This design comes from an exercise in tuning for small area and a short achievable clock period on the open sky130 flow, not from production work. RTL that was checked went through simulation tests only; none was proved equivalent to the original. Only the layout flow was run in runs 5 to 7; the RTL was not checked for function there. No activity file was given, so power comes from the tool's default toggle rates.

File: flow/constraint.sdc
create_clock -name core_clock -period 14.0 [get_ports {clk}]
set_input_delay 2.8000 -clock core_clock [delete_from_list [all_inputs] [get_ports {clk}]]
set_output_delay 2.8000 -clock core_clock [all_outputs]
set_load 0.01 [all_outputs]
File: flow/design.v
module hamwt_locator #(
  parameter int DATA_W    = 8,
  parameter int PKT_BEATS = 128,
  parameter int MAX_ONES  = 31,
  localparam int IDX_W    = $clog2(DATA_W * PKT_BEATS),
  localparam int WT_W     = $clog2(DATA_W * PKT_BEATS + 1)
) (
  input  logic                      clk,
  input  logic                      clear_n,
  input  logic                      pkt_starts,
  input  logic                      data_valid,
  input  logic [DATA_W-1:0]         bin_data,
  output logic [WT_W-1:0]           ham_wt,
  output logic [MAX_ONES*IDX_W-1:0] locn_ones,
  output logic                      loc_ovf,
  output logic                      done,
  output logic                      busy
);
  localparam int BEAT_W = (PKT_BEATS > 1) ? $clog2(PKT_BEATS) : 1;
  localparam int OFF_W  = (DATA_W > 1) ? $clog2(DATA_W) : 1;
  localparam int HI_W   = WT_W - OFF_W;
  localparam int NSLOT  = MAX_ONES;
  logic              busy_q;
  logic [BEAT_W-1:0] beat_q;
  logic [WT_W-1:0]   wt_q;
  logic [IDX_W-1:0]  locs_q [NSLOT];
  logic [WT_W-1:0]   ham_wt_q;
  logic [IDX_W-1:0]  locn_q [NSLOT];
  logic              ovf_q, done_q;
  logic              start, accept, last_beat, fin;
  logic [BEAT_W-1:0] base_beat, beat_inc;
  logic [WT_W-1:0]   wt_d;
  logic              ovf_d;
  logic [OFF_W-1:0]  rot;
  logic [DATA_W-1:0] d;
  logic [DATA_W:0]   cnt_oh;
  logic [DATA_W-1:0] has;
  logic [OFF_W-1:0]  pos [DATA_W];
  logic [DATA_W-1:0] hit;
  logic [OFF_W-1:0]  off [DATA_W];
  logic [NSLOT-1:0]  filled, win, we, ld_new, ld_old;
  logic              hold;
  assign start     = pkt_starts & data_valid;
  assign accept    = data_valid & (start | busy_q);
  assign base_beat = start ? '0 : beat_q;
  assign rot       = start ? '0 : wt_q[OFF_W-1:0];
  assign last_beat = !start && (beat_q == BEAT_W'(PKT_BEATS - 1));
  assign fin       = accept & last_beat;
  always_comb begin
    logic [DATA_W:0] oh;
    for (int p = 0; p < DATA_W; p++) d[p] = bin_data[DATA_W - 1 - p];
    oh = '0;
    oh[0] = 1'b1;
    for (int j = 0; j < DATA_W; j++) pos[j] = '0;
    for (int p = 0; p < DATA_W; p++) begin
      for (int j = 0; j <= p; j++)
        if (d[p] && oh[j]) pos[j] = OFF_W'(p);
      if (d[p]) oh = {oh[DATA_W-1:0], 1'b0};
    end
    cnt_oh = oh;
    for (int j = 0; j < DATA_W; j++) begin
      has[j] = 1'b0;
      for (int n = j + 1; n <= DATA_W; n++) has[j] = has[j] | cnt_oh[n];
    end
  end
  always_comb begin
    for (int r = 0; r < DATA_W; r++) begin
      hit[r] = 1'b0;
      off[r] = '0;
      for (int m = 0; m < DATA_W; m++)
        if (rot == OFF_W'(m)) begin
          hit[r] = has[(r - m + DATA_W) % DATA_W];
          off[r] = pos[(r - m + DATA_W) % DATA_W];
        end
    end
  end
  always_comb begin
    logic [OFF_W-1:0] lo_b, lo_n;
    logic [HI_W-1:0]  hi_q, hi_i;
    logic             cy;
    lo_b = start ? '0 : wt_q[OFF_W-1:0];
    hi_q = wt_q[WT_W-1:OFF_W];
    for (int i = 0; i < HI_W; i++) begin
      logic all_lo;
      all_lo = 1'b1;
      for (int j = 0; j < i; j++) all_lo = all_lo & hi_q[j];
      hi_i[i] = hi_q[i] ^ all_lo;
    end
    lo_n = '0;
    cy   = 1'b0;
    for (int n = 0; n <= DATA_W; n++)
      for (int l = 0; l < DATA_W; l++)
        if (cnt_oh[n] && lo_b == OFF_W'(l)) begin
          lo_n = OFF_W'(l + n);
          cy   = (l + n) >= DATA_W;
        end
    if (start) wt_d = {HI_W'(cy), lo_n};
    else       wt_d = {cy ? hi_i : hi_q, lo_n};
    ovf_d = !start && ((|hi_q[HI_W-1:2]) | (cy & (&hi_q[1:0])));
  end
  always_comb begin
    for (int i = 0; i < BEAT_W; i++) begin
      logic all_lo;
      all_lo = 1'b1;
      for (int j = 0; j < i; j++) all_lo = all_lo & beat_q[j];
      beat_inc[i] = beat_q[i] ^ all_lo;
    end
    if (start) beat_inc = BEAT_W'(1);
  end
  always_comb begin
    logic              sat;
    logic [4:0]        w5;
    sat = |wt_q[WT_W-1:5];
    w5  = wt_q[4:0];
    for (int k = 0; k < NSLOT; k++) begin
      filled[k] = 1'b0;
      win[k]    = 1'b0;
      for (int v = 0; v < 32; v++)
        if (w5 == 5'(v)) begin
          filled[k] = (v > k);
          win[k]    = (v <= k) && (k < v + DATA_W);
        end
      filled[k] = !start && (sat || filled[k]);
      win[k]    = start ? (k < DATA_W) : (busy_q && !sat && win[k]);
      we[k]     = data_valid & win[k] & hit[k % DATA_W];
    end
  end
  always_ff @(posedge clk) begin
    for (int k = 0; k < NSLOT; k++)
      if (we[k]) locs_q[k] <= {base_beat, off[k % DATA_W]};
  end
  always_comb begin
    hold = clear_n & !fin;
    for (int k = 0; k < NSLOT; k++) begin
      ld_new[k] = clear_n & fin & we[k];
      ld_old[k] = clear_n & fin & !we[k] & filled[k];
    end
  end
  always_ff @(posedge clk) begin
    for (int k = 0; k < NSLOT; k++)
      locn_q[k] <= ({IDX_W{ld_new[k]}} & {base_beat, off[k % DATA_W]})
                 | ({IDX_W{ld_old[k]}} & locs_q[k])
                 | ({IDX_W{hold}}      & locn_q[k]);
  end
  always_ff @(posedge clk) begin
    if (accept) begin
      beat_q <= beat_inc;
      wt_q   <= wt_d;
    end
  end
  always_ff @(posedge clk) begin
    if (!clear_n) begin
      busy_q   <= 1'b0;
      ham_wt_q <= '0;
      ovf_q    <= 1'b0;
      done_q   <= 1'b0;
    end else begin
      done_q <= fin;
      if (accept) busy_q <= !last_beat;
      if (fin) begin
        ham_wt_q <= wt_d;
        ovf_q    <= ovf_d;
      end
    end
  end
  always_comb
    for (int k = 0; k < NSLOT; k++) locn_ones[k*IDX_W +: IDX_W] = locn_q[k];
  assign ham_wt  = ham_wt_q;
  assign loc_ovf = ovf_q;
  assign done    = done_q;
  assign busy    = busy_q;
endmodule
File: flow/flow/margin.txt
9
File: flow/config.mk
export PLATFORM = sky130hd
export DESIGN_NAME = hamwt_locator
export DESIGN_NICKNAME = hamwt_locator
export VERILOG_FILES = /design/flow/design.v
export SDC_FILE = /design/flow/constraint.sdc
export NUM_CORES = 4
export LEC_CHECK = 0
export CAP_MARGIN = 20
export CORE_MARGIN = 2
export CORE_UTILIZATION = 15
export SLEW_MARGIN = 20
File: flow/standard.sh
#!/bin/bash
# synth_recipe.tcl (not shown) runs the flow's synth.tcl, then flattens the netlist and writes it again
# the make line also repeats each setting of config.mk as NAME=value (left out here)
make -C /OpenROAD-flow-scripts/flow DESIGN_CONFIG=/design/flow/config.mk WORK_HOME=/design/flow/orfs CLKGATE_MAP_FILE= SYNTH_SCRIPT=/design/flow/synth_recipe.tcl "${@:-finish}"
File: flow/flow/run.sh
#!/bin/bash
# Standard ORFS layout (the standard.sh), with the timing repair steps asked
# for a larger setup margin so that they work on paths the 14 ns clock leaves
# slack on. The clock, I/O constraints and all other settings are the standard flow's.
set -euo pipefail
MARGIN=$(cat flow/margin.txt)
bash standard.sh SETUP_SLACK_MARGIN=$MARGIN finish > orfs_make.log 2>&1
==> results of run 1 <==
-- sequential cells by signal, indices dropped and copies added (netlist names) --
register and cells:
ham_wt_q 11, locn_q 310, ovf_q 1, beat_q 7
busy_q 1, wt_q 11, locs_q 310, done_q 1
-- layer usage --
layer | global-route usage | up-vias
li1 | - | 10100
met1 | 0.147 | 11600
met2 | 0.256 | 1001
met3 | 0.0285 | 314
met4 | 0.0748 | 4
met5 | 0 | -
-- kinds of logic after synthesis --
| group | after synthesis | share of synthesized area |
|---|---|---|
| AO/OA/AOI/OAI | 857 | 0.230 |
| flip-flops | 652 | 0.631 |
| AND/OR/NAND/NOR | 492 | 0.0875 |
| buffers and inverters | 204 | 0.0308 |
| multiplexers | 23 | 0.00937 |
| adder cells (fa/ha/maj) | 14 | 0.00676 |
| XOR/XNOR | 13 | 0.00440 |
-- layout make-up --
cell class,instances,share of cell area
Clock inverter,41,0.0108
Tap cell,2310,0.0707
Sequential cell,652,0.400
Multi-Input combinational cell,1410,0.282
Timing Repair inverter,3,0.000490
Timing Repair Buffer,688,0.180
Clock buffer,94,0.0484
Inverter,57,0.00762
-- critical path, stage by stage --
cell and delay [ps]:
buf_12 120, ha_4 170, buf_12 120, mux2_4 290, a221o_4 430, o211ai_1 190
buf_4 150, nand4b_1 170, a211oi_4 300, buf_12 150, buf_8 110, o211ai_1 130
a311o_2 480, nand4_1 140, buf_6 140, buf_4 110, or2_4 170, o21ai_2 60
-- worst paths after layout --
check	slack (ps)	start	depth (start not counted)	endpoint
worst max-delay path	8250	bin_data[7]	18	locn_q[25][4]
worst min-delay path	450	locs_q[7][2]	2	locn_q[7][2]
worst max register to register	9570	wt_q[6]	8	locs_q[4][8]
worst min register to register	450	locs_q[7][2]	2	locn_q[7][2]
-- report_power, final --
group	switching (mW)	total, mW	internal, mW
Combinational	0.606	1.04	0.434
Sequential	0.00946	2.07	2.06
Clock	0.812	1.92	1.11
-- repair_timing --
item	in CTS	in global routing
gates cloned	20	10
pin swaps	97	95
hold endpoints to repair	0	0
setup endpoints to repair	745	736
setup buffers	188	85
resized for setup	428	292
-- cell usage in the layout (no fill, tap or decap), types with 9 or more instances in the layout --
cell type / n
clkinv_2: 11
or2_4: 10
inv_1: 21
nor2_4: 39
o21ai_0: 104
clkbuf_16: 79
buf_6: 96
a22oi_1: 221
o21ai_1: 59
buf_12: 51
dfxtp_1: 324
clkinv_1: 11
a21oi_2: 28
and2_1: 13
nand2_2: 29
nor3_4: 15
clkbuf_1: 15
edfxtp_1: 328
nor2_2: 15
buf_4: 186
ha_1: 12
a221o_1: 91
or3_4: 10
nor2_1: 72
inv_2: 15
clkdlybuf4s50_1: 325
a21oi_1: 74
o21ai_2: 63
nand3_1: 23
a21oi_4: 10
o211ai_1: 12
o221ai_1: 11
mux2i_4: 10
clkinvlp_4: 10
o22ai_1: 21
inv_4: 10
a211oi_4: 10
a221oi_2: 9
nand2_1: 149
nor3_1: 13
-- through the flow --
| step | std cells | hold WS [ps] | area, um^2 |
|---|---|---|---|
| 2_1_floorplan | 2255 | 430 | 26600 |
| 3_3_place_gp | 4816 | 434 | 32700 |
| 3_5_place_dp | 4816 | 444 | 32700 |
| 4_1_cts | 5159 | 454 | 39000 |
| 5_1_grt | 5255 | 472 | 40900 |
| 6_report | 5255 | 454 | 40900 |
==> impl_results.md, run 1 <==
* Via Count at around 23000
* Top FF cell, synth: edfxtp_1
* Yosys top cell area share at 0.380
* Area occupied by multi-input gates at ~0.012 mm^2
* Met2 wire length at ~66000 um
* Global-route usage over all layers at 0.139
* Period utilization at 0.411
* Initial drt markers at roughly 2000
* Hold Buf Count CTS at 0
* Clk sinks at between 600 and 700
* Via density per instance at 4.37
* Final max-slew violation count at 0
* Worst VDD drop at around 0.000081 V
* Area contributors post-synth: edfxtp_1 38%, dfxtp_1 25%, a22oi_1 6.5%, o21ai_0 4.3%, a221o_1 3.6%
* Fmax achieved at approximately 170 MHz
* Util after Layout at 0.238
* Least-Margin Pin Slew at 1230 ps
* Htree depth at 3
* First-pass GRT wire length at around 170000 um
* Required time of the critical path at around 15000 ps
* Final GP Congestion at around 0.95
* Max Cap Viol at 0
* Die area at ~0.18 mm^2
* Die Y at between 400 and 500 um
* Largest net degree at the start of global routing at 93
* Dominant cell type by area after synthesis: edfxtp_1
* Overall Power at a little over 5 mW
* Syn Nets at roughly 2300
* Port bufs at ~340
* ANT cells at 0
* Max clock buf depth at 3
* Layout cell share with drive strength beyond 1 at 0.315
* Setup TNS at 0 ps
* # IOs at about 340
* Synth Warn # at 5
* Top-count cell post-synth: edfxtp_1
* Post-synthesis sequential element count at about 650
* Most frequent cells after synthesis: 328 x edfxtp_1, 324 x dfxtp_1, 225 x a22oi_1
* EDFF count, synth at approximately 330
* Post-DRT Antenna Nets at 0
* Status: timing/DRC/antenna clean
* Critical path data arrival time at 6250 ps
* Layout fillers at about 18000
* Initial DRT Pass Iterations at 8
* Routed WL at between 100000 and 150000 um
* Post-Synthesis Cells at 2255
* Routed len/inst at between 20 and 25 um
* Synth cell types at 79
* Area grow syn2layout at 57.8%
* Vias in the first global route at 22000
* Fin. Hold Viols at 0
* CP Max Fanout at 6
* Remaining Overflow, GRT at 0
* CTS Buf Count at between 70 and 80
* Top sig layer: met5
* Register area share after synthesis at 0.631
* Met3 wire len at ~8400 um
* Initial Util at 0.151
* CP Launch Type: input port
* CTS tree: yes
* Slew margin rel. at 0.174
* Leak at 14.1 nW
* PnR worst setup slack at 8250 ps
* RSZ-0062 raised after global routing: yes
* Final setup viols at 0
* Setup Skew at approximately 26 ps
* Row cnt at between 150 and 200
* CTS clk-pin slew, worst paths at approximately 60 ps
* Final-stage net count at 2911
* Post-route met1 wirelength at 45400 um
* Die width at approximately 420 um
* Minimum clock period at 5750 ps
* Async SR Flop Fraction at 0
* DP HPWL at between 80000 and 90000 um
* Skew-Pair Late Insertion Delay at about 650 ps
* P per Cell Area at approximately 120 mW/mm^2
* Seq. cell area at 0.0163 mm^2
* HP Class: flop to flop
* CP endpoint kind: flop
* Antenna violations before repair at 9
* Pre-CTS WS at just under 6000 ps
* Post-Syn Area at 0.0259 mm^2
* Setup Crit Path Kind: input port to flop
* Core Region at between 0.15 and 0.2 mm^2
* Syn Area/Cell at about 11 um^2
* Root Buffer: clkbuf_16
* Drt drc at 0
==> run 2, diff against run 1 <==
==> flow/run.sh (new file) <==
#!/bin/bash
# synth_recipe.tcl (not shown) runs the flow's synth.tcl, then flattens the netlist and writes it again
# the make line also repeats each setting of config.mk as NAME=value (left out here)
make -C /OpenROAD-flow-scripts/flow DESIGN_CONFIG=/design/flow/config.mk WORK_HOME=/design/flow/orfs CLKGATE_MAP_FILE= SYNTH_SCRIPT=/design/flow/synth_recipe.tcl finish
removed: flow/flow/run.sh
removed: flow/flow/margin.txt
removed: flow/standard.sh
==> run 2 against run 1 <==
Compared with the run above: power is 10% lower; still clean on timing, DRC and antenna; via count decreased by 7.4%; clock skew is 8.1 ps higher; routed wire length fell by 5.5%; die area stayed put; critical path depth shrank 5; non-clock buffer count down 272; critical endpoint is now locs_q[24][9]; clock power about the same.
==> impl_results.md, run 2 <==
* Pre-CTS WS at roughly 5600 ps
* EDFF count, synth at ~330
* Antenna violations before repair at 2
* Fin. Hold Viols at 0
* CTS clk-pin slew, worst paths at 60 ps
* FF-to-FF path depth at 8
* Final-stage net count at 2619
* Reg2Reg Setup Slack at 9290 ps
* PnR worst setup slack at 6260 ps
* Final max-slew violation count at 0
* Post-Synthesis Cells at between 2000 and 2500
* Fmax achieved at roughly 130 MHz
* Switching power share of the total at 0.268
* Syn Area/Cell at between 10 and 15 um^2
* Minimum clock period at 7740 ps
* Regs by FF count: locn_q: 310 flops, locs_q: 310 flops
* Final setup viols at 0
* ANT cells at 0
* Area contributors post-synth: edfxtp_1 38%, dfxtp_1 25%, a22oi_1 6.5%, o21ai_0 4.3%, a221o_1 3.6%
* Port bufs at about 340
* Skew-Pair Late Insertion Delay at roughly 630 ps
* Psw at 1.21 mW
* Worst path cell trace: clkdlybuf4s50_1 -> inv_1 -> ha_1 -> mux2_2 -> a221o_1 -> o221ai_1 -> nand4b_1 -> a211oi_2 -> a21oi_1 -> o32a_1 -> a211oi_2 -> nand2b_1 -> nor2_1
* Initial drt markers at roughly 2100
* Syn Nets at 2281
* Worst R2R Start: wt_q[1]
* RSZ-0062 raised after global routing: no
* Area grow syn2layout at 33.5%
* Crit path from: bin_data[6]
* CTS Buf Count at 67
* Global-route usage over all layers at 0.132
* Least-Margin Pin Slew at between 1000 and 1500 ps
* Synth Warn # at 5
* Util after Layout at 0.202
* First-pass GRT wire length at between 150000 and 200000 um
* Dominant cell type by area after synthesis: edfxtp_1
* CP Launch Type: input port
* Initial Util at 0.151
* CP peak stage delay at approximately 670 ps
* Drt drc at 0
* Internal power at between 3 and 4 mW
* Htree depth at 3
* Via Count at ~21000
* Async SR Flop Fraction at 0
* Clk pwr share at 0.419
* Yosys top cell area share at 0.380
* Post-DRT Antenna Nets at 0
* # IOs at 336
* Post-CTS Setup Bufs at 0
* CTS tree: yes
* Clk sinks at between 600 and 700
* Layout cell share with drive strength beyond 1 at 0.0929
* Register area share after synthesis at 0.631
* Core Region at ~0.17 mm^2
* Hold Buf Count CTS at 0
* Die Y at between 400 and 500 um
* P per Cell Area at between 100 and 150 mW/mm^2
* Routed WL at ~120000 um
* Setup TNS at 0 ps
* Via density per instance at 4.29
* Setup Crit Path Kind: input port to flop
* Synth cell types at 79
* DP HPWL at roughly 91000 um
* Critical path endpoint: locs_q[24][9]
* Initial DRT Pass Iterations at 8
* Final GP Congestion at 0.999
* Leak at 11.6 nW
* Most frequent cells in the layout: 335 x clkdlybuf4s50_1, 328 x edfxtp_1, 324 x dfxtp_1
* Setup Skew at roughly 35 ps
* Post-Syn Area at about 0.026 mm^2
* Die area at approximately 0.18 mm^2
* Max Cap Viol at 0
* Reg power frac at 0.458
* Slew margin rel. at 0.196
* Top FF cell, synth: edfxtp_1
* Comb pwr share at 0.123
* Die width at about 420 um
* CTS-repair resized insts at 0
* Worst VDD drop at 0.0000790 V
* Required time of the critical path at roughly 14000 ps
* Row cnt at about 150
* CP Max Fanout at 18
* Critical path data arrival time at around 8000 ps
* FF-to-FF End: locs_q[13][2]
* CP dominant cell by count: a211oi_2
* Root Buffer: clkbuf_16
* Most frequent cells after synthesis: 328 x edfxtp_1, 324 x dfxtp_1, 225 x a22oi_1
* Period utilization at 0.553
* Routed len/inst at ~25 um
* Largest net degree at the start of global routing at 213
* Vias in the first global route at 20300
* HP Class: flop to flop
* Top-count cell post-synth: edfxtp_1
* Commonest non-fill, non-tap cell in the layout: clkdlybuf4s50_1
* Status: timing/DRC/antenna clean
* Max clock buf depth at 3
* CP endpoint kind: flop
* Remaining Overflow, GRT at 0
* Post-synthesis sequential element count at between 600 and 700
* Critical-path top delay cell: a211oi_2
run 2: cell counts after synthesis:
Identical to the previous run, type by type.
run 2: worst min-delay path by stage:
stage                   from            end  slack, ps  depth (start not counted)
6_report       locs_q[11][8]  locn_q[11][8]        450                          2
5_1_grt        locs_q[11][8]  locn_q[11][8]        460                          2
4_1_cts        locs_q[11][8]  locn_q[11][8]        450                          2
3_5_place_dp   locs_q[15][0]  locn_q[15][0]        440                          2
3_3_place_gp    locs_q[7][4]   locn_q[7][4]        430                          2
2_1_floorplan  locs_q[15][0]  locn_q[15][0]        430                          2
run 2: layout make-up:
type,instances,area [um^2]
Clock buffer,95,1850
Tap cell,2310,2890
Clock inverter,29,455
Fill cell,18600,137000
Inverter,57,214
Sequential cell,652,16300
Multi-Input combinational cell,1399,8850
Timing Repair Buffer,416,3970
run 2: power by group through the flow:
stage               registers [mW]  clock network, mW  logic (mW)
finish                        2.07               1.89       0.553
global route                  2.07               1.99       0.580
CTS                           2.07               1.92       0.543
detailed placement            2.11                  0       0.540
global placement              2.11                  0       0.541
floorplan                     2.10                  0       0.298
run 2: metal layers:
layer  part of all wire  global-route usage
met2               0.52               0.245
met5                  0                   0
met1               0.35               0.137
met3              0.069              0.0320
met4              0.058              0.0672
run 2: cell families after synthesis:
| family | count (synthesis) | share of synthesized area |
|---|---|---|
| AOI/OAI and AO/OA | 857 | 0.230 |
| DFF | 652 | 0.631 |
| and+or+nand+nor | 492 | 0.0875 |
| buffers and inverters | 204 | 0.0308 |
| muxes | 23 | 0.00937 |
| adders and majority gates | 14 | 0.00676 |
| xor gates and xnor gates | 13 | 0.00440 |
run 2: worst max-delay path, delay by kind of cell:
kind            cells  cell delay [ps]
compound gates      6             2890
fa+ha+maj           1              530
buf+inv             2              640
mux                 1              400
simple gates        3              740
run 2: per-stage QoR:
stage	instance area (um^2)	power [mW]	hold slack, ps	std cells
4_1_cts	34600	4.53	451	4958
5_1_grt	34600	4.64	460	4958
2_1_floorplan	25900	2.40	430	2255
3_3_place_gp	32300	2.65	435	4834
3_5_place_dp	32300	2.65	444	4834
6_report	34600	4.51	449	4958
==> run 3, diff against run 2 <==
--- a/flow/design.v
+++ b/flow/design.v
@@ -33,6 +33,7 @@
   logic              ovf_d;
   logic [OFF_W-1:0]  rot;
   logic [DATA_W-1:0] d;
+  logic [DATA_W-1:0] le [DATA_W+1];
   logic [DATA_W:0]   cnt_oh;
   logic [DATA_W-1:0] has;
   logic [OFF_W-1:0]  pos [DATA_W];
@@ -47,20 +48,30 @@
   assign last_beat = !start && (beat_q == BEAT_W'(PKT_BEATS - 1));
   assign fin       = accept & last_beat;
   always_comb begin
-    logic [DATA_W:0] oh;
     for (int p = 0; p < DATA_W; p++) d[p] = bin_data[DATA_W - 1 - p];
-    oh = '0;
-    oh[0] = 1'b1;
-    for (int j = 0; j < DATA_W; j++) pos[j] = '0;
-    for (int p = 0; p < DATA_W; p++) begin
-      for (int j = 0; j <= p; j++)
-        if (d[p] && oh[j]) pos[j] = OFF_W'(p);
-      if (d[p]) oh = {oh[DATA_W-1:0], 1'b0};
+    begin
+      logic [DATA_W:0] oh;
+      oh    = '0;
+      oh[0] = 1'b1;
+      for (int q = 0; q <= DATA_W; q++) begin
+        if (q > 0) oh = d[q-1] ? {oh[DATA_W-1:0], 1'b0} : oh;
+        for (int j = 0; j < DATA_W; j++) begin
+          le[q][j] = 1'b0;
+          for (int v = 0; v <= j; v++) le[q][j] = le[q][j] | oh[v];
+        end
+      end
+      cnt_oh = oh;
     end
-    cnt_oh = oh;
     for (int j = 0; j < DATA_W; j++) begin
-      has[j] = 1'b0;
-      for (int n = j + 1; n <= DATA_W; n++) has[j] = has[j] | cnt_oh[n];
+      has[j]    = !le[DATA_W][j];
+      pos[j][2] = le[4][j];
+      pos[j][1] = pos[j][2] ? le[6][j] : le[2][j];
+      case ({pos[j][2], pos[j][1]})
+        2'b00:   pos[j][0] = le[1][j];
+        2'b01:   pos[j][0] = le[3][j];
+        2'b10:   pos[j][0] = le[5][j];
+        default: pos[j][0] = le[7][j];
+      endcase
     end
   end
   always_comb begin
@@ -122,7 +133,7 @@
         end
       filled[k] = !start && (sat || filled[k]);
       win[k]    = start ? (k < DATA_W) : (busy_q && !sat && win[k]);
-      we[k]     = data_valid & win[k] & hit[k % DATA_W];
+      we[k]     = data_valid & win[k];
     end
   end
   always_ff @(posedge clk) begin
@@ -132,8 +143,8 @@
   always_comb begin
     hold = clear_n & !fin;
     for (int k = 0; k < NSLOT; k++) begin
-      ld_new[k] = clear_n & fin & we[k];
-      ld_old[k] = clear_n & fin & !we[k] & filled[k];
+      ld_new[k] = clear_n & fin & we[k] & hit[k % DATA_W];
+      ld_old[k] = clear_n & fin & filled[k];
     end
   end
   always_ff @(posedge clk) begin
==> flow/flow/run.sh (new file) <==
#!/bin/bash
# The standard ORFS layout (standard.sh) with two changes to how the layout
# is made; the clock, I/O constraints and every other setting are the standard flow's:
#  - the timing repair steps aim for the setup margin in flow/margin.txt, so they
#    also work on paths the 14 ns clock leaves slack on;
#  - the port buffers are the plain sky130 buffer named in flow/portbuf.txt.
set -euo pipefail
MARGIN=$(cat flow/margin.txt)
PORTBUF=$(cat flow/portbuf.txt)
bash standard.sh SETUP_SLACK_MARGIN=$MARGIN "BUFFER_PORTS_ARGS=-buffer_cell $PORTBUF" finish > orfs_make.log 2>&1
==> flow/flow/margin.txt (new file) <==
9
==> flow/flow/portbuf.txt (new file) <==
sky130_fd_sc_hd__buf_1
==> flow/standard.sh (new file) <==
#!/bin/bash
# synth_recipe.tcl (not shown) runs the flow's synth.tcl, then flattens the netlist and writes it again
# the make line also repeats each setting of config.mk as NAME=value (left out here)
make -C /OpenROAD-flow-scripts/flow DESIGN_CONFIG=/design/flow/config.mk WORK_HOME=/design/flow/orfs CLKGATE_MAP_FILE= SYNTH_SCRIPT=/design/flow/synth_recipe.tcl "${@:-finish}"
--- a/flow/config.mk
+++ b/flow/config.mk
@@ -7,5 +7,6 @@
 export LEC_CHECK = 0
 export CAP_MARGIN = 20
 export CORE_MARGIN = 2
-export CORE_UTILIZATION = 15
+export CORE_UTILIZATION = 40
+export CTS_BUF_LIST = sky130_fd_sc_hd__clkbuf_4 sky130_fd_sc_hd__clkbuf_8
 export SLEW_MARGIN = 20
removed: flow/run.sh
==> run 3 against run 2 <==
Compared with the run above: via count rose by 5.3%; critical path depth rose by 2; worst hold slack improved by 3.7 ps; synthesized cell count fell by 0.27%; design area fell by 0.25%; setup slack improved by 2200 ps; cell count fell by 25%; clock power fell by 12%; area after synthesis rose by 0.12%; non-clock buffer count rose by 143; clock skew rose by 1.3 ps; highest routed layer unchanged.
==> impl_results.md, run 3 <==
* Register area share after synthesis at 0.630
* Worst VDD drop at roughly 0.00007 V
* Commonest non-fill, non-tap cell in the layout: buf_1
* Minimum clock period at roughly 5600 ps
* Clk sinks at 652
* Reg power frac at 0.450
* Final setup viols at 0
* CP Launch Type: input port
* CP dominant cell by count: buf_4
* Overall Power at 4.59 mW
* Vias in the first global route at around 21000
* Die area at 0.0669 mm^2
* CP peak stage delay at approximately 420 ps
* DP HPWL at 64800 um
* Async SR Flop Fraction at 0
* Fin. Hold Viols at 0
* Post-route cell area at 0.0345 mm^2
* Routed WL at ~100000 um
* CP Max Fanout at 40
* Max Cap Viol at 0
* Antenna violations before repair at 1
* First-pass GRT wire length at between 100000 and 150000 um
* Initial drt markers at approximately 2600
* Setup TNS at 0 ps
* Final max-slew violation count at 0
* HP Class: flop to flop
* Via density per instance at between 6 and 7
* Most frequent cells in the layout: 331 x buf_1, 328 x edfxtp_1, 324 x dfxtp_1
* Syn Area/Cell at around 12 um^2
* Routed len/inst at 26.9 um
* Critical path data arrival time at between 6000 and 7000 ps
* Psw at between 1 and 1.5 mW
* Initial Util at 0.404
* Layout cell share with drive strength beyond 1 at 0.281
* Kind of cell adding the most delay to the critical path: compound AO/OA/AOI/OAI gates
* Row cnt at between 90 and 100
* Root Buffer: clkbuf_8
* Area contributors post-synth: edfxtp_1 38%, dfxtp_1 25%, a22oi_1 6.9%, o21ai_0 4.0%, a221o_1 3.4%
* CTS clk-pin slew, worst paths at approximately 60 ps
* Status: timing/DRC/antenna clean
* Post-synthesis sequential element count at around 650
* Skew-Pair Late Insertion Delay at 710 ps
* Clk pwr share at 0.364
* Internal power at between 3 and 4 mW
* EDFF count, synth at 328
* Final GP Congestion at around 0.98
* Core Region at between 0.06 and 0.07 mm^2
* CP endpoint kind: flop
* Setup Crit Path Kind: input port to flop
* Post-DRT Antenna Nets at 0
* P per Cell Area at roughly 130 mW/mm^2
* Setup Skew at ~36 ps
* Syn Nets at around 2300
* Drt drc at 0
* Post-Syn Area at approximately 0.026 mm^2
* Final-stage net count at 2806
* Leak at approximately 12 nW
* Area grow syn2layout at 33.0%
* Port bufs at 335
* Slew margin rel. at 0.145
* Post-Synthesis Cells at about 2200
* Critical-path top delay cell: a22oi_2
* Required time of the critical path at ~15000 ps
* Regs by FF count: locn_q: 310 flops, locs_q: 310 flops
* Global-route usage over all layers at 0.285
* Dominant cell type by area after synthesis: edfxtp_1
* CTS Buf Count at 101
* Die Y at 259 um
* RSZ-0062 raised after global routing: yes
* Die width at between 200 and 300 um
* Synth cell types at 87
* Top-count cell post-synth: edfxtp_1
* Most frequent cells after synthesis: 328 x edfxtp_1, 324 x dfxtp_1, 238 x a22oi_1
* Htree depth at 3
* CTS tree: yes
* Yosys top cell area share at 0.380
* Synth Warn # at 6
* Largest net degree at the start of global routing at 103
* Switching power share of the total at 0.281
* Fmax achieved at 180 MHz
* Initial DRT Pass Iterations at 7
* Max clock buf depth at 3
* Via Count at 22400
* Remaining Overflow, GRT at 0
* Comb pwr share at 0.186
* CP bufs+invs at 6
* # IOs at around 340
* Top FF cell, synth: edfxtp_1
* Hold Buf Count CTS at 0
* Period utilization at 0.397
* Worst path cell trace: buf_1 -> clkbuf_8 -> or2_4 -> or3b_4 -> o221a_4 -> and3_4 -> o211ai_4 -> buf_4 -> buf_6 -> a21oi_2 -> a22oi_2 -> buf_4 -> buf_4 -> nor3_4 -> a221o_1
* Least-Margin Pin Slew at ~1300 ps
* Post-DP Area at 0.0285 mm^2
==> run 3: changes by cell type after synthesis, sizes merged, moves of 9 or more <==
| cell | before | now |
|---|---|---|
| buf | 37 | 18 |
| clkbuf | 110 | 124 |
| a21oi | 111 | 98 |
| a22oi | 225 | 238 |
| inv | 55 | 45 |
| nand3 | 32 | 41 |
| o21ai | 234 | 225 |
==> run 3: area by class of cell <==
type / count / area [um^2]
clock inverter: 12 / 77.6
timing repair buffer: 559 / 3490
fill: 5639 / 29700
inverter: 48 / 223
sequential: 652 / 16300
multi-input combinational: 1418 / 11200
clock buffer: 176 / 2100
tap: 855 / 1070
antenna: 2 / 5.00
==> run 3: cells by family after synthesis <==
logic type | after synthesis | synth area share
AO/OA/AOI/OAI | 856 | 0.232
XOR/XNOR | 12 | 0.00405
adder cells (fa/ha/maj) | 14 | 0.00676
buffers and inverters | 190 | 0.0290
flip-flops | 652 | 0.630
multiplexers | 14 | 0.00560
AND/OR/NAND/NOR | 511 | 0.0923
==> run 3: final timing paths <==
kind	startpoint	end	slack [ps]	cells after the start
worst max-delay path	bin_data[3]	locn_q[6][9]	8440	15
worst min-delay path	locs_q[2][8]	locn_q[2][8]	450	1
worst max register to register	wt_q[1]	locn_q[4][8]	9860	10
worst min register to register	locs_q[2][8]	locn_q[2][8]	450	1
==> run 3: per-stage QoR <==
stage               hold WS (ps)  std cells   util  setup WS [ps]
floorplan                    432       2249      -           8230
global placement             441       3351  0.444           6770
detailed placement           447       3351  0.444           6650
CTS                          449       3648  0.512           8630
global route                 470       3721  0.537           8420
finish                       453       3722  0.537           8440
==> run 3: routing by layer <==
layer / vias up / wire length (um) / global-route usage
li1: 9891 / - / -
met4: 0 / 3790 / 0.111
met2: 1118 / 48000 / 0.470
met3: 223 / 7800 / 0.0556
met1: 11200 / 40700 / 0.372
met5: - / 0 / 0
==> run 3: what timing repair did <==
action | in CTS | in global routing
hold endpoints to repair | 0 | 0
setup endpoints to repair | 424 | 537
resized for setup | 306 | 263
pin swaps | 73 | 107
buffers inserted | 102 | 67
cloned | 7 | 5
==> run 3: power groups by stage <==
stage | combinational, mW | clock [mW] | sequential, mW
after floorplan | 0.337 | 0 | 2.10
after global placement | 0.544 | 0 | 2.10
after detailed placement | 0.545 | 0 | 2.10
after CTS | 0.713 | 1.69 | 2.06
after global routing | 0.884 | 1.78 | 2.06
final | 0.855 | 1.67 | 2.06
==> run 4, diff against run 3 <==
--- a/flow/config.mk
+++ b/flow/config.mk
@@ -7,6 +7,5 @@
 export LEC_CHECK = 0
 export CAP_MARGIN = 20
 export CORE_MARGIN = 2
-export CORE_UTILIZATION = 40
-export CTS_BUF_LIST = sky130_fd_sc_hd__clkbuf_4 sky130_fd_sc_hd__clkbuf_8
+export CORE_UTILIZATION = 15
 export SLEW_MARGIN = 20
==> run 4 against run 3 <==
Compared with the run above: non-clock buffer count fell by 20; still clean; combinational power rose by 2.8%; first-iteration DRC count fell by 16%; largest power group unchanged; utilization fell by 33 points.
==> impl_results.md, run 4 <==
* Period utilization at 0.395
* Clk sinks at 652
* Drt drc at 0
* Synth cell types at between 80 and 90
* DP HPWL at between 80000 and 90000 um
* Layout fillers at between 15000 and 20000
* Post-Synthesis Cells at about 2200
* Largest net degree at the start of global routing at 94
* Most frequent cells in the layout: 330 x buf_1, 328 x edfxtp_1, 324 x dfxtp_1
* Fin. Hold Viols at 0
* Skew-Pair Late Insertion Delay at ~660 ps
* Htree depth at 3
* PnR worst setup slack at between 8000 and 9000 ps
* Post-Syn Area at about 0.026 mm^2
* Area contributors post-synth: edfxtp_1 38%, dfxtp_1 25%, a22oi_1 6.9%, o21ai_0 4.0%, a221o_1 3.4%
* Least-Margin Pin Slew at between 1000 and 1500 ps
* Top FF cell, synth: edfxtp_1
* Row cnt at around 150
* Top-count cell post-synth: edfxtp_1
* Initial drt markers at around 2200
* Remaining Overflow, GRT at 0
* First-pass GRT wire length at between 150000 and 200000 um
* Critical path data arrival time at between 6000 and 7000 ps
* Die area at 0.176 mm^2
* Most frequent cells after synthesis: 328 x edfxtp_1, 324 x dfxtp_1, 238 x a22oi_1
* FF-to-FF path depth at 10
* Post-DRT Antenna Nets at 0
* Final GP Congestion at between 0.9 and 1
* Die width at between 400 and 500 um
* P per Cell Area at 132 mW/mm^2
* Max clock buf depth at 3
* EDFF count, synth at ~330
* FF-to-FF End: locn_q[16][0]
* Minimum clock period at ~5500 ps
* Hold slack at between 400 and 500 ps
* Routed WL at between 100000 and 150000 um
* Async SR Flop Fraction at 0
* CTS tree: yes
* Status: timing/DRC/antenna clean
* Worst VDD drop at just over 0.00008 V
* HP Class: flop to flop
* CTS Buf Count at 66
* Via Count at 22300
* Final setup viols at 0
* Critical path endpoint: locn_q[14][9]
* Setup Skew at 22.3 ps
* Layout cell share with drive strength beyond 1 at 0.246
* CP Launch Type: input port
* Core Region at roughly 0.17 mm^2
* Area grow syn2layout at 39.2%
* Yosys top cell area share at 0.380
* RSZ-0062 raised after global routing: yes
* Syn Nets at 2275
* Final max-slew violation count at 0
* CP endpoint kind: flop
* Crit path from: bin_data[7]
* Max Cap Viol at 0
* Regs by FF count: locn_q: 310 flops, locs_q: 310 flops
* Dominant cell type by area after synthesis: edfxtp_1
* Port bufs at between 300 and 400
* Final-stage net count at 2747
* Fmax achieved at between 150 and 200 MHz
* Hold Buf Count CTS at 0
* Commonest non-fill, non-tap cell in the layout: buf_1
* Setup Crit Path Kind: input port to flop
* CP Max Fanout at 8
* Register area share after synthesis at 0.630
* Setup TNS at 0 ps
* Required time of the critical path at approximately 15000 ps
* Die Y at between 400 and 500 um
* Antenna violations before repair at 6
* Reg2Reg Setup Slack at between 9000 and 10000 ps
* Post-synthesis sequential element count at 652
* Leak at ~12 nW
* Pre-CTS WS at slightly below 7000 ps
* Vias in the first global route at ~21000
* Post-DP Area at around 0.030 mm^2
* Root Buffer: clkbuf_16
* # IOs at around 340
* Initial Util at 0.151
* Worst R2R Start: wt_q[2]
* Post-route cell area at between 0.03 and 0.04 mm^2
* CTS clk-pin slew, worst paths at roughly 80 ps
* Global-route usage over all layers at 0.126
* Slew margin rel. at 0.228
* Syn Area/Cell at 11.5 um^2
* Initial DRT Pass Iterations at 6
* Routed len/inst at between 20 and 25 um
* Via density per instance at between 4 and 5
* Synth Warn # at 6
-- run 4: logic make-up (layout without fill, tap and decap cells) --
| logic type | after synthesis | in the layout | share of synthesized area |
|---|---|---|---|
| AO/OA/AOI/OAI | 856 | 856 | 0.232 |
| flip-flops | 652 | 652 | 0.630 |
| AND/OR/NAND/NOR | 511 | 518 | 0.0923 |
| buffers and inverters | 190 | 706 | 0.0290 |
| adder cells (fa/ha/maj) | 14 | 14 | 0.00676 |
| multiplexers | 14 | 14 | 0.00560 |
| XOR/XNOR | 12 | 12 | 0.00405 |
| other | 0 | 3 | 0 |
-- run 4: report_power, final --
part	total [mW]	internal (mW)	switching (mW)
Clock	1.84	1.03	0.805
Combinational	0.879	0.312	0.567
Sequential	2.06	2.05	0.00917
-- run 4: final cells by class --
| type | instances | area, um^2 | share of cell area |
|---|---|---|---|
| multi-input cells | 1414 | 11100 | 0.306 |
| repair buffers | 539 | 3350 | 0.0928 |
| flip-flops and latches | 652 | 16300 | 0.453 |
| clock buffers | 89 | 1800 | 0.0498 |
| diodes | 3 | 7.51 | 0.000208 |
| clock inverters | 30 | 413 | 0.0114 |
| well taps | 2310 | 2890 | 0.0801 |
| inverters | 48 | 234 | 0.00648 |
-- run 4: worst min-delay path by stage --
stage	startpoint	to	slack, ps	cells after the start
floorplan	locs_q[10][8]	locn_q[10][8]	430	2
global placement	locs_q[10][8]	locn_q[10][8]	440	2
detailed placement	locs_q[29][7]	locn_q[29][7]	450	2
CTS	locs_q[28][7]	locn_q[28][7]	440	1
global route	locs_q[18][9]	locn_q[18][9]	470	1
finish	locs_q[28][7]	locn_q[28][7]	450	1
-- run 4: worst max-delay path, stage by stage --
cell and delay (ps):
buf_12 100, inv_12 30, ha_4 300, mux2_4 220, or3b_4 410, o221a_4 270
and3_4 170, o211ai_4 320, buf_6 160, buf_12 110, a21oi_4 30, a22oi_2 530
buf_4 230, nor4_4 50, a221o_1 310
-- run 4: what timing repair did --
| item | CTS | global route |
|---|---|---|
| setup endpoints to repair | 585 | 424 |
| cloned | 5 | 6 |
| buffers inserted | 87 | 52 |
| resized for setup | 275 | 267 |
| pin swaps | 69 | 92 |
-- run 4: metrics by stage --
| step | total power [mW] | util | instances |
|---|---|---|---|
| after global routing | 4.92 | 0.210 | 5084 |
| after CTS | 4.68 | 0.201 | 5023 |
| after floorplan | 2.44 | - | 2249 |
| after detailed placement | 2.68 | 0.177 | 4812 |
| after global placement | 2.68 | 0.177 | 4812 |
| final | 4.78 | 0.210 | 5085 |
-- run 4: metal layers --
layer | global-route usage | vias up | part of all wire
met4 | 0.0719 | 4 | 0.065
met5 | 0 | - | 0.00023
met1 | 0.145 | 11300 | 0.37
li1 | - | 9734 | -
met3 | 0.0231 | 241 | 0.065
met2 | 0.218 | 991 | 0.50
==> run 5, diff against run 4 <==
--- a/flow/design.v
+++ b/flow/design.v
@@ -39,7 +39,8 @@
   logic [OFF_W-1:0]  pos [DATA_W];
   logic [DATA_W-1:0] hit;
   logic [OFF_W-1:0]  off [DATA_W];
-  logic [NSLOT-1:0]  filled, win, we, ld_new, ld_old;
+  logic [NSLOT-1:0]  filled, win, we, ld;
+  logic [IDX_W-1:0]  locs_d [NSLOT];
   logic              hold;
   assign start     = pkt_starts & data_valid;
   assign accept    = data_valid & (start | busy_q);
@@ -136,23 +137,20 @@
       we[k]     = data_valid & win[k];
     end
   end
-  always_ff @(posedge clk) begin
+  always_comb
     for (int k = 0; k < NSLOT; k++)
-      if (we[k]) locs_q[k] <= {base_beat, off[k % DATA_W]};
-  end
+      locs_d[k] = ({IDX_W{we[k]}}  & {base_beat, off[k % DATA_W]})
+                | ({IDX_W{!we[k]}} & locs_q[k]);
+  always_ff @(posedge clk)
+    for (int k = 0; k < NSLOT; k++) locs_q[k] <= locs_d[k];
   always_comb begin
     hold = clear_n & !fin;
-    for (int k = 0; k < NSLOT; k++) begin
-      ld_new[k] = clear_n & fin & we[k] & hit[k % DATA_W];
-      ld_old[k] = clear_n & fin & filled[k];
-    end
+    for (int k = 0; k < NSLOT; k++)
+      ld[k] = clear_n & fin & (filled[k] | (win[k] & hit[k % DATA_W]));
   end
-  always_ff @(posedge clk) begin
+  always_ff @(posedge clk)
     for (int k = 0; k < NSLOT; k++)
-      locn_q[k] <= ({IDX_W{ld_new[k]}} & {base_beat, off[k % DATA_W]})
-                 | ({IDX_W{ld_old[k]}} & locs_q[k])
-                 | ({IDX_W{hold}}      & locn_q[k]);
-  end
+      locn_q[k] <= ({IDX_W{ld[k]}} & locs_d[k]) | ({IDX_W{hold}} & locn_q[k]);
   always_ff @(posedge clk) begin
     if (accept) begin
       beat_q <= beat_inc;
--- a/flow/config.mk
+++ b/flow/config.mk
@@ -5,7 +5,10 @@
 export SDC_FILE = /design/flow/constraint.sdc
 export NUM_CORES = 4
 export LEC_CHECK = 0
+export ABC_AREA = 1
 export CAP_MARGIN = 20
 export CORE_MARGIN = 2
-export CORE_UTILIZATION = 15
+export CORE_UTILIZATION = 40
+export CTS_CLUSTER_DIAMETER = 80
+export CTS_CLUSTER_SIZE = 30
 export SLEW_MARGIN = 20
==> run 5 against run 4 <==
Compared with the run above: routed wire length down 21%; critical path depth up 15; sequential power down 4%; largest cell class unchanged; critical endpoint is now locn_q[29][0].
==> impl_results.md, run 5 <==
* Area contributors post-synth: dfxtp_1 51%, a22o_1 9.9%, nand2_1 9.0%, o21ai_0 7.0%, inv_1 3.5%
* Routed len/inst at between 20 and 25 um
* Fmax achieved at ~170 MHz
* Area grow syn2layout at 29.1%
* Slew margin rel. at 0.253
* Post-Syn Area at 0.0249 mm^2
* Critical-path top delay cell: o221ai_2
* Reg2Reg Setup Slack at 9200 ps
* Least-Margin Pin Slew at between 1000 and 1500 ps
* CP peak stage delay at roughly 390 ps
* GR peak layer: met2
* Regs by FF count: locn_q: 310 flops, locs_q: 310 flops
* Via Count at between 20000 and 25000
* Top-count cell post-synth: dfxtp_1
* Dominant cell type by area after synthesis: dfxtp_1
* Port bufs at 335
* Minimum clock period at a little over 6000 ps
* FF-to-FF End: wt_q[0]
* Vias in the first global route at about 21000
* Max clock buf depth at 3
* FF-to-FF path depth at 35
* Largest net degree at the start of global routing at between 100 and 150
* Fin. Hold Viols at 0
* Remaining Overflow, GRT at 0
* Critical path endpoint: locn_q[29][0]
* CP Launch Type: input port
* Via density per instance at ~5.4
* Skew-Pair Late Insertion Delay at about 630 ps
* Syn Area/Cell at approximately 8.7 um^2
* Initial Util at 0.404
* Critical path data arrival time at between 6000 and 7000 ps
* RSZ-0062 raised after global routing: yes
* CTS Buf Count at 28
* CP endpoint kind: flop
* Post-Synthesis Cells at approximately 2900
* Hold Buf Count CTS at 0
* Final setup viols at 0
* Drt drc at 0
* Register area share after synthesis at 0.532
* Yosys top cell area share at 0.510
* EDFF count, synth at 18
* HP Class: flop to flop
* Final GP Congestion at slightly above 0.9
* M1 GR Usage at 0.372
* Kind of cell adding the most delay to the critical path: simple AND/OR/NAND/NOR gates
* CP bufs+invs at 11
* CTS tree: yes
* Most frequent cells after synthesis: 634 x dfxtp_1, 600 x nand2_1, 346 x o21ai_0
* Layout cell share with drive strength beyond 1 at 0.199
* Die Y at 253 um
* Status: timing/DRC/antenna clean
* P per Cell Area at about 130 mW/mm^2
* Htree depth at 1
* Max Cap Viol at 0
* CP dominant cell by count: nand3_4
* Setup Skew at about 33 ps
* Clk sinks at 652
* Crit path from: bin_data[7]
* Root Buffer: clkbuf_16
* Setup TNS at 0 ps
* Die width at around 250 um
* CTS clk-pin slew, worst paths at between 100 and 150 ps
* Commonest non-fill, non-tap cell in the layout: dfxtp_1
* CP Max Fanout at 5
* Core Region at ~0.06 mm^2
* Met3 Track Usage GR at 0.0472
* Routed WL at just over 90000 um
* Initial drt markers at ~1900
* Final-stage net count at around 3400
* Async SR Flop Fraction at 0
* Required time of the critical path at roughly 15000 ps
* Global-route usage over all layers at 0.276
* Synth Warn # at 7
* # IOs at 336
* Worst VDD drop at approximately 0.000095 V
* Setup Crit Path Kind: input port to flop
* Overall Power at approximately 4.0 mW
* Antenna violations before repair at 0
* Worst R2R Start: wt_q[0]
* Most frequent cells in the layout: 634 x dfxtp_1, 548 x nand2_1, 329 x buf_1
* ANT cells at 0
* Leak at around 13 nW
* Post-synthesis sequential element count at 652
* First-pass GRT wire length at around 140000 um
* Die area at 0.0642 mm^2
* Hold slack at around 460 ps
* Critical path depth in cells at 30
* DP HPWL at 61500 um
* Grt met2 use at 0.451
* Row cnt at slightly above 90
* Final max-slew violation count at 0
* Post-DRT Antenna Nets at 0
* Syn Nets at approximately 2900
* Synth cell types at 65
* Top FF cell, synth: dfxtp_1
* Period utilization at 0.431
* Initial DRT Pass Iterations at 5
==> run 5: routing by layer <==
layer	vias to the layer above	wire length, um
met5	-	0
met4	0	3060
met3	152	6340
met2	775	43400
met1	11100	40400
li1	10800	-
==> run 5: worst min-delay path by stage <==
stage	depth (start not counted)	from	slack [ps]	end
6_report	2	locs_q[23][0]	460	locs_q[23][0]
3_5_place_dp	2	locs_q[30][1]	440	locs_q[30][1]
5_1_grt	2	locs_q[23][0]	470	locs_q[23][0]
3_3_place_gp	2	locs_q[23][0]	440	locs_q[23][0]
2_1_floorplan	2	locs_q[30][1]	420	locs_q[30][1]
4_1_cts	2	locs_q[19][0]	460	locs_q[19][0]
==> run 5: metrics by stage <==
stage	std cells	setup slack, ps	util	instance area, um^2
2_1_floorplan	2865	8060	-	25200
3_3_place_gp	3918	6380	0.441	27200
3_5_place_dp	3919	6320	0.442	27200
4_1_cts	4109	8270	0.497	30600
5_1_grt	4189	7790	0.522	32100
6_report	4189	7960	0.522	32100
==> run 5: cell families after synthesis <==
kind of cell,after synthesis,share of synthesized area
AOI/OAI and AO/OA,890,0.244
and+or+nand+nor,883,0.150
DFF,652,0.532
buffers and inverters,421,0.0648
adders and majority gates,13,0.00654
muxes,4,0.00176
xor gates and xnor gates,2,0.000704
==> run 5: worst reg2reg max path: cells and delay by family, from the launching register on <==
kind                   cells  cell delay (ps)
and+or+nand+nor           29             1830
buffers and inverters      4             1450
DFF                        1              750
AOI/OAI and AO/OA          2              530
==> run 5: layout make-up <==
class / instances / area, um^2
timing repair buffer: 581 / 3990
inverter: 277 / 1190
clock inverter: 11 / 134
tap: 837 / 1050
multi-input combinational: 1797 / 11800
sequential: 652 / 13200
clock buffer: 32 / 747
fill: 5741 / 29500
timing repair inverter: 2 / 12.5
==> run 5: power breakdown <==
group          internal (mW)  switching (mW)  total (mW)  leakage, nW
sequential              1.94          0.0343        1.98         5.31
combinational          0.374           0.685        1.06         7.38
clock                  0.399           0.601        1.00        0.423
total                   2.72            1.32        4.04         13.1
==> run 5: timing repair <==
item	4_1_cts	5_1_grt
resized for setup	255	242
pin swaps	98	80
setup endpoints to repair	478	438
buffers inserted	132	76
cloned	15	3
==> run 6, diff against run 5 <==
==> flow/flow/margin.txt (replaced) <==
10
==> run 6 against run 5 <==
Compared with the run above: via count is 5.9% higher; synthesized cell count unchanged; global-route usage is 1.4 points higher; clock skew about the same; area after synthesis is the same; design area up 9.9%; clock-buffer cell count is 2 higher; critical path type unchanged; still clean on timing, DRC and antenna; worst hold slack got worse by 4.3 ps; fmax grew 2.7%; flip-flop and latch count stayed put.
==> impl_results.md, run 6 <==
* CP peak stage delay at between 300 and 400 ps
* DP HPWL at around 61000 um
* CTS clk-pin slew, worst paths at about 110 ps
* Regs by FF count: locn_q: 310 flops, locs_q: 310 flops
* Least-Margin Pin Slew at 999 ps
* HP Class: flop to flop
* Skew-Pair Late Insertion Delay at 660 ps
* CP dominant cell by count: nand2_2
* Synth cell types at 65
* Worst VDD drop at 0.000106 V
* Area grow syn2layout at 41.9%
* Vias in the first global route at ~23000
* Psw at roughly 1.4 mW
* Post-DRT Antenna Nets at 0
* Setup Crit Path Kind: input port to flop
* Comb pwr share at 0.278
* Port bufs at 335
* Leak at 15.3 nW
* Register area share after synthesis at 0.532
* Syn Area/Cell at ~8.7 um^2
* Max Cap Viol at 0
* Via density per instance at around 5.6
* Initial Util at 0.404
* First-pass GRT wire length at roughly 140000 um
* Core Region at approximately 0.062 mm^2
* Initial DRT Pass Iterations at 8
* Post-Syn Area at between 0.02 and 0.025 mm^2
* Period utilization at 0.420
* CTS Buf Count at 30
* Clk sinks at about 650
* RSZ-0062 raised after global routing: yes
* Setup TNS at 0 ps
* Setup Skew at about 33 ps
* P per Cell Area at about 120 mW/mm^2
* Area contributors post-synth: dfxtp_1 51%, a22o_1 9.9%, nand2_1 9.0%, o21ai_0 7.0%, inv_1 3.5%
* Most frequent cells in the layout: 541 x dfxtp_1, 525 x nand2_1, 282 x a22o_1
* CP Launch Type: input port
* Die area at 0.0642 mm^2
* Final GP Congestion at 0.941
* Critical-path top delay cell: a221oi_2
* Minimum clock period at 5880 ps
* Post-synthesis sequential element count at approximately 650
* Synth Warn # at 7
* Async SR Flop Fraction at 0
* Slew margin rel. at 0.328
* Largest net degree at the start of global routing at 170
* Initial drt markers at roughly 2100
* Yosys top cell area share at 0.510
* Top-count cell post-synth: dfxtp_1
* Antenna violations before repair at 2
* CP endpoint kind: flop
* CTS tree: yes
* PnR worst setup slack at a little over 8000 ps
* Required time of the critical path at around 15000 ps
* Status: timing/DRC/antenna clean
* Routed len/inst at roughly 23 um
* Internal power at 2.82 mW
* Htree depth at 1
* Commonest non-fill, non-tap cell in the layout: dfxtp_1
* Final max-slew violation count at 0
* Pre-CTS WS at between 6000 and 7000 ps
* Switching power share of the total at 0.338
* Via Count at approximately 24000
* EDFF count, synth at 18
* Drt drc at 0
* Critical path data arrival time at approximately 6400 ps
* Syn Nets at roughly 2900
* Layout cell share with drive strength beyond 1 at 0.377
* Layout fillers at about 5400
* ANT cells at 0
* Top FF cell, synth: dfxtp_1
* Row cnt at between 90 and 100
* Fmax achieved at 170 MHz
* Most frequent cells after synthesis: 634 x dfxtp_1, 600 x nand2_1, 346 x o21ai_0
* Final setup viols at 0
* Global-route usage over all layers at 0.290
* Die width at ~250 um
* Remaining Overflow, GRT at 0
* Post-Synthesis Cells at 2865
* Root Buffer: clkbuf_16
* Fin. Hold Viols at 0
* Die Y at 253 um
* CP Max Fanout at 10
* Routed WL at between 90000 and 100000 um
* Final-stage net count at between 3000 and 4000
* Dominant cell type by area after synthesis: dfxtp_1
* Reg power frac at 0.465
* # IOs at 336
* Clk pwr share at 0.257
* Max clock buf depth at 3
-- run 6: cell count changes in the layout (fill, tap and decap cells not counted), sizes merged, moves of 3 or more --
cell      previous run  this run
clkbuf              36       131
nand3               64        67
nand4               18        23
clkinvlp            10        22
and3                 2         5
bufinv               0         3
-- run 6: logic make-up after synthesis --
logic type                 count (synthesis)  share of synthesized area
AOI/OAI and AO/OA                        890                      0.244
xor gates and xnor gates                   2                   0.000704
adders and majority gates                 13                    0.00654
buffers and inverters                    421                     0.0648
DFF                                      652                      0.532
muxes                                      4                    0.00176
and+or+nand+nor                          883                      0.150
-- run 6: metal layers --
layer | wire [um] | track usage | vias to the layer above
met5 | 13 | 0 | -
met4 | 4030 | 0.0994 | 2
met3 | 7310 | 0.0471 | 249
met2 | 46600 | 0.473 | 1026
met1 | 42000 | 0.389 | 11800
li1 | - | - | 11100
-- run 6: path summary, 6_finish.rpt --
check               start             to  slack [ps]  cells past startpoint
max           bin_data[7]  locn_q[11][3]        8120                     31
min          locs_q[2][1]   locs_q[2][1]         450                      2
max reg2reg       wt_q[0]        wt_q[1]        9580                     29
min reg2reg  locs_q[2][1]   locs_q[2][1]         450                      2
-- run 6: area by class of cell --
| class | count | area (um^2) | area share |
|---|---|---|---|
| clock inverters | 15 | 245 | 0.00694 |
| flip-flops and latches | 652 | 13300 | 0.378 |
| inverters | 277 | 1290 | 0.0365 |
| repair buffers | 672 | 5590 | 0.158 |
| repair inverters | 14 | 110 | 0.00312 |
| well taps | 837 | 1050 | 0.0297 |
| multi-input cells | 1810 | 12900 | 0.366 |
| clock buffers | 34 | 776 | 0.0220 |
-- run 6: worst max-delay path: cells and delay by family --
kind	cells	cell delay, ps
AO/OA/AOI/OAI	8	1290
AND/OR/NAND/NOR	12	870
adder cells (fa/ha/maj)	1	280
buffers and inverters	10	1170
-- run 6: what timing repair did --
| action | in CTS | in global routing |
|---|---|---|
| hold buffers | 0 | 0 |
| gates resized for setup | 730 | 544 |
| pin swaps | 129 | 85 |
| gates cloned | 28 | 16 |
| setup buffers | 227 | 73 |
| endpoints found under the setup margin | 788 | 728 |
-- run 6: power by group through the flow --
stage                     logic, mW  registers [mW]  clock network (mW)
after floorplan               0.438            2.00                   0
after global placement        0.711            2.01                   0
after detailed placement      0.713            2.02                   0
after CTS                      1.05            1.98                1.10
after global routing           1.24            1.98                1.17
final                          1.18            1.98                1.10
-- run 6: metrics by stage --
step           power (mW)  instances  hold WS (ps)  instance area [um^2]   util
2_1_floorplan        2.44       2865           423                 25500      -
3_3_place_gp         2.73       3917           439                 27300  0.444
3_5_place_dp         2.73       3917           441                 27300  0.444
4_1_cts              4.13       4221           457                 33000  0.536
5_1_grt              4.39       4311           473                 35300  0.573
6_report             4.25       4311           452                 35300  0.573
==> run 7, diff against run 6 <==
--- a/flow/design.v
+++ b/flow/design.v
@@ -41,6 +41,7 @@
   logic [OFF_W-1:0]  off [DATA_W];
   logic [NSLOT-1:0]  filled, win, we, ld;
   logic [IDX_W-1:0]  locs_d [NSLOT];
+  logic [IDX_W-1:0]  nv [DATA_W];
   logic              hold;
   assign start     = pkt_starts & data_valid;
   assign accept    = data_valid & (start | busy_q);
@@ -138,15 +139,17 @@
     end
   end
   always_comb
+    for (int r = 0; r < DATA_W; r++) nv[r] = {IDX_W{hit[r]}} & {base_beat, off[r]};
+  always_comb
     for (int k = 0; k < NSLOT; k++)
-      locs_d[k] = ({IDX_W{we[k]}}  & {base_beat, off[k % DATA_W]})
+      locs_d[k] = ({IDX_W{we[k]}}  & nv[k % DATA_W])
                 | ({IDX_W{!we[k]}} & locs_q[k]);
   always_ff @(posedge clk)
     for (int k = 0; k < NSLOT; k++) locs_q[k] <= locs_d[k];
   always_comb begin
     hold = clear_n & !fin;
     for (int k = 0; k < NSLOT; k++)
-      ld[k] = clear_n & fin & (filled[k] | (win[k] & hit[k % DATA_W]));
+      ld[k] = clear_n & fin & (filled[k] | win[k]);
   end
   always_ff @(posedge clk)
     for (int k = 0; k < NSLOT; k++)
==> flow/flow/margin.txt (replaced) <==
9
--- a/flow/config.mk
+++ b/flow/config.mk
@@ -5,7 +5,6 @@
 export SDC_FILE = /design/flow/constraint.sdc
 export NUM_CORES = 4
 export LEC_CHECK = 0
-export ABC_AREA = 1
 export CAP_MARGIN = 20
 export CORE_MARGIN = 2
 export CORE_UTILIZATION = 40
==> run 7 against run 6 <==
Compared with the run above: power up 2.3%; sequential power down 2%; die area up 7.2%; flip-flop and latch count unchanged; first-iteration DRC count up 32%; routed wire length up 11%; global-route usage up 1.2 points; clock power about the same; via count up 11%; cell count up 2.4%; setup slack better by 280 ps; largest cell class is now multi-input combinational cells.
==> impl_results.md, run 7 <==
* Status: timing/DRC/antenna clean
* Worst VDD drop at ~0.000098 V
* DP HPWL at around 72000 um
* Worst R2R Start: wt_q[1]
* Synth cell types at approximately 110
* Layout cell share with drive strength beyond 1 at 0.307
* Final max-slew violation count at 0
* RSZ-0062 raised after global routing: yes
* First-pass GRT wire length at ~160000 um
* Initial drt markers at approximately 2800
* Global-route usage over all layers at 0.302
* Dominant cell type by area after synthesis: dfxtp_1
* Slew margin rel. at 0.195
* Drt drc at 0
* EDFF count, synth at 18
* Routed len/inst at around 25 um
* Layout fillers at roughly 5700
* Post-synthesis sequential element count at around 650
* Routed WL at between 100000 and 150000 um
* Die area at between 0.06 and 0.07 mm^2
* Required time of the critical path at between 10000 and 15000 ps
* Async SR Flop Fraction at 0
* CP Launch Type: input port
* Crit path from: bin_data[6]
* Synth Warn # at 8
* CTS clk-pin slew, worst paths at 110 ps
* Leak at between 10 and 15 nW
* Fin. Hold Viols at 0
* Yosys top cell area share at 0.475
* Max clock buf depth at 3
* # IOs at between 300 and 400
* Area contributors post-synth: dfxtp_1 48%, nand2_1 9.0%, o21ai_0 7.2%, a22o_1 4.3%, clkbuf_1 2.6%
* Overall Power at about 4.4 mW
* Via density per instance at ~6.1
* Initial Util at 0.405
* Critical path data arrival time at ~6200 ps
* HP Start: locs_q[0][2]
* HP Class: flop to flop
* Regs by FF count: locn_q: 310 flops, locs_q: 310 flops
* Post-DP Area at roughly 0.029 mm^2
* Via Count at 26700
* Top-count cell post-synth: nand2_1
* Top FF cell, synth: dfxtp_1
* Final setup viols at 0
* Period utilization at 0.400
* Final-stage net count at about 3600
* Post-DRT Antenna Nets at 0
* Fmax achieved at around 180 MHz
* Most frequent cells in the layout: 634 x dfxtp_1, 556 x nand2_1, 329 x buf_1
* Skew-Pair Late Insertion Delay at 660 ps
* Initial DRT Pass Iterations at 6
* CP endpoint kind: flop
* Post-Syn Area at around 0.027 mm^2
* P per Cell Area at about 120 mW/mm^2
* CTS tree: yes
* Setup Crit Path Kind: input port to flop
* Row cnt at 94
* Setup TNS at 0 ps
* Core Region at between 0.06 and 0.07 mm^2
* Post-route cell area at between 0.03 and 0.04 mm^2
* Antenna violations before repair at 0
* Hold Buf Count CTS at 0
* Root Buffer: clkbuf_16
* Clk sinks at 652
* Die width at between 200 and 300 um
* Die Y at ~260 um
* Register area share after synthesis at 0.495
* Max Cap Viol at 0
* Syn Area/Cell at roughly 9 um^2
* CTS Buf Count at 31
* Commonest non-fill, non-tap cell in the layout: dfxtp_1
* Setup Skew at 68.0 ps
* CP Max Fanout at 7
* Remaining Overflow, GRT at 0
* Syn Nets at roughly 3100
* Reg2Reg Setup Slack at roughly 9600 ps
* Minimum clock period at roughly 5600 ps
* Htree depth at 1
* Most frequent cells after synthesis: 641 x nand2_1, 634 x dfxtp_1, 385 x o21ai_0
* Post-Synthesis Cells at between 3000 and 4000
* Port bufs at around 340
* Largest net degree at the start of global routing at between 90 and 100
* Vias in the first global route at ~25000
* Least-Margin Pin Slew at 1200 ps
* Final GP Congestion at ~1
* Area grow syn2layout at 39.4%
-- run 7: report_power, final --
part	switching, mW	total [mW]	internal, mW
logic	0.769	1.30	0.532
clock network	0.660	1.11	0.448
registers	0.0227	1.94	1.92
total	1.45	4.35	2.90
-- run 7: area by class of cell --
class	instances	area (um^2)	area share
repair buffers	674	4840	0.130
inverters	39	184	0.00494
diodes	1	2.50	0.0000672
multi-input cells	2134	16900	0.453
well taps	864	1080	0.0290
clock buffers	35	811	0.0218
clock inverters	15	234	0.00628
flip-flops and latches	652	13200	0.355
-- run 7: what timing repair did --
item / CTS / global route
cloned: 13 / 1
endpoints found under the setup margin: 644 / 643
setup buffers: 185 / 96
gates resized for setup: 565 / 471
endpoints found under the hold margin: 0 / 0
pin swaps: 164 / 240
-- run 7: worst max-delay path, cell delays in order --
cell,delay [ps]
buf_8,80
inv_4,30
ha_4,290
buf_6,150
nor2b_4,110
o211ai_1,180
a32o_2,310
o21ai_4,140
buf_6,150
a2111o_2,470
o221ai_4,270
o221ai_4,220
buf_6,180
or4_4,470
o21ai_2,170
a22o_1,150
-- run 7: metal layers --
layer  vias to the layer above  track usage  part of all wire
met4                         0        0.135             0.049
met2                      1260        0.487              0.47
li1                      12100            -                 -
met1                     13200        0.406              0.41
met3                       255       0.0373             0.072
met5                         -            0                 0
-- run 7: kinds of logic (layout without fill, tap and decap cells) --
kind of cell    Yosys count  after routing  share of synthesized area
compound gates         1085           1090                      0.278
xor+xnor                 11             11                    0.00459
fa+ha+maj                16             16                    0.00721
buf+inv                 270            763                     0.0415
flops                   652            652                      0.495
mux                      42             42                     0.0172
other cells               0              1                          0
simple gates            970            975                      0.156
-- run 7: metrics by stage --
step	cells	setup WS (ps)	hold WS [ps]	utilization
floorplan	3046	8360	411	-
global placement	4068	6650	419	0.442
detailed placement	4068	6530	426	0.442
CTS	4316	8510	451	0.521
global route	4413	8330	470	0.564
finish	4414	8400	452	0.565
-- run 7: path summary, 6_finish.rpt --
path         cells after the start            end
max reg2reg                     11        wt_q[4]
min                              2   locs_q[0][2]
min reg2reg                      2   locs_q[0][2]
max                             16  locn_q[17][2]

==> separate check: timing with driven ports <==
The flow's constraints put no driver on any port. The routed layouts listed below were extracted and timed again, unchanged, in two steps.
Step 1 assumes that a clkbuf_16 drives the clock port and a buf_2 every other input.
Step 2 also shifts input and output timing later by t, the mid clock arrival at the registers, as if the neighbouring blocks saw the same clock.
Slacks: ideal ports / drivers / drivers and shift; pairs: ideal ports / drivers.
run	t, ns	setup WS [ns]	hold slack, ns
run 1	0.698	8.250 / 8.263 / 7.565	0.454 / 0.454 / 0.454
run 2	0.683	6.261 / 6.308 / 5.625	0.449 / 0.449 / 0.449
run 3	0.766	8.439 / 8.468 / 7.703	0.453 / 0.453 / 0.453
run 4	0.696	8.476 / 8.403 / 7.708	0.452 / 0.452 / 0.452
run 5	0.675	7.959 / 7.958 / 7.283	0.456 / 0.456 / 0.456
run 6	0.704	8.118 / 8.120 / 7.416	0.452 / 0.452 / 0.452
run 7	0.680	8.402 / 8.392 / 7.712	0.452 / 0.452 / 0.452
After both steps setup and hold are still met in every run listed. For run 4, which loses most, drivers alone change the setup slack by -0.073 ns; drivers and shift together by -0.768 ns.
